This design comes from an exercise in tuning for small area, a short achievable clock period and few clock cycles on the open sky130 flow, not from production work. RTL that was checked went through simulation tests only; none was proved equivalent to the original. Power figures rest on the tool's default switching activity, not on a simulated workload.

Design mem_front_top, start of the top module:
module mem_front_top #(
  parameter int QUEUE_DEPTH = 4
) (
  input  logic         clock,
  input  logic         reset,
  input  logic         fetch_req,           
  input  logic [63:0]  fetch_addr,
  output logic         fetch_ack,
  output logic [63:0]  fetch_data,
  input  logic         data_req,            
  input  logic [128:0] data_cmd,            
  output logic         data_ack,
  output logic [63:0]  load_data,
  output logic [1:0]   proc2mem_command,
  output logic [63:0]  proc2mem_addr,
  output logic [63:0]  proc2mem_data,
  input  logic [3:0]   mem2proc_response,
  input  logic [63:0]  mem2proc_data,
  input  logic [3:0]   mem2proc_tag
);
Size: ~310 cells after synthesis, about 530 I/O pins, about 2400 um^2 of cells after synthesis.
==> module mem_front_top, before the edit <==
module mem_front_top #(
  parameter int QUEUE_DEPTH = 4
) (
  input  logic         clock,
  input  logic         reset,
  input  logic         fetch_req,           
  input  logic [63:0]  fetch_addr,
  output logic         fetch_ack,
  output logic [63:0]  fetch_data,
  input  logic         data_req,            
  input  logic [128:0] data_cmd,            
  output logic         data_ack,
  output logic [63:0]  load_data,
  output logic [1:0]   proc2mem_command,
  output logic [63:0]  proc2mem_addr,
  output logic [63:0]  proc2mem_data,
  input  logic [3:0]   mem2proc_response,
  input  logic [63:0]  mem2proc_data,
  input  logic [3:0]   mem2proc_tag
);
  logic       own_f;     
  logic       f_acked;   
  logic       f_pend;    
  logic [3:0] f_tag;
  logic       d_pend;    
  logic f_bid, d_bid, d_store, accepted, f_ret, d_ret;
  assign d_store  = data_cmd[128];
  assign f_bid    = own_f && fetch_req && !f_pend;
  assign d_bid    = !own_f && data_req && !d_pend;
  assign accepted = (mem2proc_response != 4'd0);
  assign proc2mem_command = {d_bid && d_store, f_bid || (d_bid && !d_store)};
  assign proc2mem_addr    = {data_cmd[127:80] & {48{!own_f}},
                             own_f ? fetch_addr[15:3] : data_cmd[79:67],
                             data_cmd[66:64]};
  assign proc2mem_data    = data_cmd[63:0];
  logic [3:0] tag_x;
  logic       tag_eq, tag_nz;
  assign tag_x  = mem2proc_tag ^ f_tag;
  assign tag_eq = !(tag_x[0] || tag_x[1] || tag_x[2] || tag_x[3]);
  assign tag_nz = mem2proc_tag[0] || mem2proc_tag[1] || mem2proc_tag[2] || mem2proc_tag[3];
  assign f_ret  = f_pend && tag_eq;
  assign d_ret  = d_pend && tag_nz && !tag_eq;
  assign fetch_ack  = f_ret;
  assign fetch_data = mem2proc_data;
  assign data_ack   = d_ret || (d_bid && d_store && accepted);
  assign load_data  = mem2proc_data;
  always_ff @(posedge clock) begin
    if (reset) begin
      own_f   <= 1'b0;
      f_acked <= 1'b0;
      f_pend  <= 1'b0;
      d_pend  <= 1'b0;
    end else begin
      own_f   <= f_acked || (fetch_req && !f_pend && !(f_bid && accepted) && !f_ret);
      f_acked <= f_ret;
      if (f_ret) f_pend <= 1'b0;
      else if (f_bid && accepted) f_pend <= 1'b1;
      if (d_ret) d_pend <= 1'b0;
      else if (d_bid && !d_store && accepted) d_pend <= 1'b1;
    end
  end
  always_ff @(posedge clock) begin
    if (reset || f_ret) f_tag <= 4'd0;
    else if (f_bid && accepted) f_tag <= mem2proc_response;
  end
endmodule
==> flow/config.mk <==
export PLATFORM = sky130hd
export DESIGN_NAME = mem_front_top
export DESIGN_NICKNAME = mem_front_top
export VERILOG_FILES = /design/flow/design.v
export SDC_FILE = /design/flow/constraint.sdc
export NUM_CORES = 4
export LEC_CHECK = 0
export CAP_MARGIN = 20
export CORE_AREA = 5 5 180 180
export CTS_BUF_LIST = sky130_fd_sc_hd__clkbuf_2
export CTS_CLUSTER_DIAMETER = 300
export CTS_CLUSTER_SIZE = 30
export DIE_AREA = 0 0 185 185
export SETUP_SLACK_MARGIN = 2.72
export SLEW_MARGIN = 20
==> flow/constraint.sdc <==
create_clock -name core_clock -period 6.0 [get_ports {clock}]
set_input_delay 1.2000 -clock core_clock [delete_from_list [all_inputs] [get_ports {clock}]]
set_output_delay 1.2000 -clock core_clock [all_outputs]
set_load 0.01 [all_outputs]
standard.sh (not shown) runs the stock make flow with config.mk's settings and CLKGATE_MAP_FILE= SYNTH_SCRIPT=/design/flow/synth_recipe.tcl, a recipe that flattens the netlist after the stock synthesis.
==> flow/flow/run.sh <==
#!/bin/bash
# The standard layout, with the smallest buffer on every port.
set -euo pipefail
export BUFFER_PORTS_ARGS="-buffer_cell sky130_fd_sc_hd__buf_1"
bash standard.sh > standard.log 2>&1
The first run finished with timing, DRC and antenna clean.
Testbench counts at the start, summed over its fixed seeds: cycles 24,588.
Then changed:
--- a/flow/design.v
+++ b/flow/design.v
@@ -60,15 +60,15 @@
   input  logic [63:0]  mem2proc_data,
   input  logic [3:0]   mem2proc_tag
 );
   logic       own_f;     
   logic       f_acked;   
-  logic       f_pend;    
-  logic [3:0] f_tag;
+  logic [3:0] f_tag;     
   logic       d_pend;    
-  logic f_bid, d_bid, d_store, accepted, f_ret, d_ret;
+  logic f_pend, f_bid, d_bid, d_store, accepted, f_ret, d_ret;
   assign d_store  = data_cmd[128];
+  assign f_pend   = (f_tag != 4'd0);
   assign f_bid    = own_f && fetch_req && !f_pend;
   assign d_bid    = !own_f && data_req && !d_pend;
   assign accepted = (mem2proc_response != 4'd0);
   assign proc2mem_command = {d_bid && d_store, f_bid || (d_bid && !d_store)};
   assign proc2mem_addr    = {data_cmd[127:80] & {48{!own_f}},
@@ -78,27 +78,24 @@
   logic [3:0] tag_x;
   logic       tag_eq, tag_nz;
   assign tag_x  = mem2proc_tag ^ f_tag;
   assign tag_eq = !(tag_x[0] || tag_x[1] || tag_x[2] || tag_x[3]);
   assign tag_nz = mem2proc_tag[0] || mem2proc_tag[1] || mem2proc_tag[2] || mem2proc_tag[3];
-  assign f_ret  = f_pend && tag_eq;
+  assign f_ret  = tag_nz && tag_eq;
   assign d_ret  = d_pend && tag_nz && !tag_eq;
   assign fetch_ack  = f_ret;
   assign fetch_data = mem2proc_data;
   assign data_ack   = d_ret || (d_bid && d_store && accepted);
   assign load_data  = mem2proc_data;
   always_ff @(posedge clock) begin
     if (reset) begin
       own_f   <= 1'b0;
       f_acked <= 1'b0;
-      f_pend  <= 1'b0;
       d_pend  <= 1'b0;
     end else begin
-      own_f   <= f_acked || (fetch_req && !f_pend && !(f_bid && accepted) && !f_ret);
+      own_f   <= f_acked || (fetch_req && !f_pend && !(own_f && accepted));
       f_acked <= f_ret;
-      if (f_ret) f_pend <= 1'b0;
-      else if (f_bid && accepted) f_pend <= 1'b1;
       if (d_ret) d_pend <= 1'b0;
       else if (d_bid && !d_store && accepted) d_pend <= 1'b1;
     end
   end
   always_ff @(posedge clock) begin
Sequential cell count came out lower by 1.
Design area came out higher by 2.9%.
First-iteration DRC count came out higher by 9.8%.
Wire length came out higher by 12%.
Power came out higher by 13%.
Worst setup slack is worse by 0.15 ns.
Area after synthesis came out lower by 1.3%.
Register-to-register slack is worse by 0.53 ns.
Maximum frequency came out lower by 4.5%.
Clock power came out higher by 13%.
Clock skew came out higher by 0.0035 ns.
Hold slack is better by 0.014 ns.
For the second run of this note, only the layout was checked, not whether the RTL still works.

re-timing with driven ports:
Ports are ideal in the flow. The routed layouts listed here were re-timed in OpenROAD.
Step 1 (the two cells are an assumption about what drives the block):
set clk [get_ports {clock}]
set_driving_cell -lib_cell sky130_fd_sc_hd__clkbuf_16 $clk
set_driving_cell -lib_cell sky130_fd_sc_hd__buf_2 [delete_from_list [all_inputs] $clk]
Step 2 moves the port delays by t, midway between the first and last clock arrival at a register: inputs arrive t later, outputs are due t later. That takes back most of the time a late clock gives input paths.
Slacks: no drivers / after step 1 / after step 2; pairs: no drivers / after step 1.
run | shift t [ns] | setup slack, ns | hold slack, ns | worst register clock-pin slew, ns | pins driven straight from the clock port
the first run | 0.252 | 2.757 / 2.729 / 2.729 | 0.449 / 0.449 / 0.449 | 0.07 / 0.07 | 1
the second run | 0.250 | 2.605 / 2.572 / 2.572 | 0.463 / 0.463 / 0.463 | 0.07 / 0.07 | 1
After both steps every run listed still meets setup and hold. The setup slack of the second run, which loses most, moves by -0.033 ns with the drivers and by -0.033 ns with both steps.
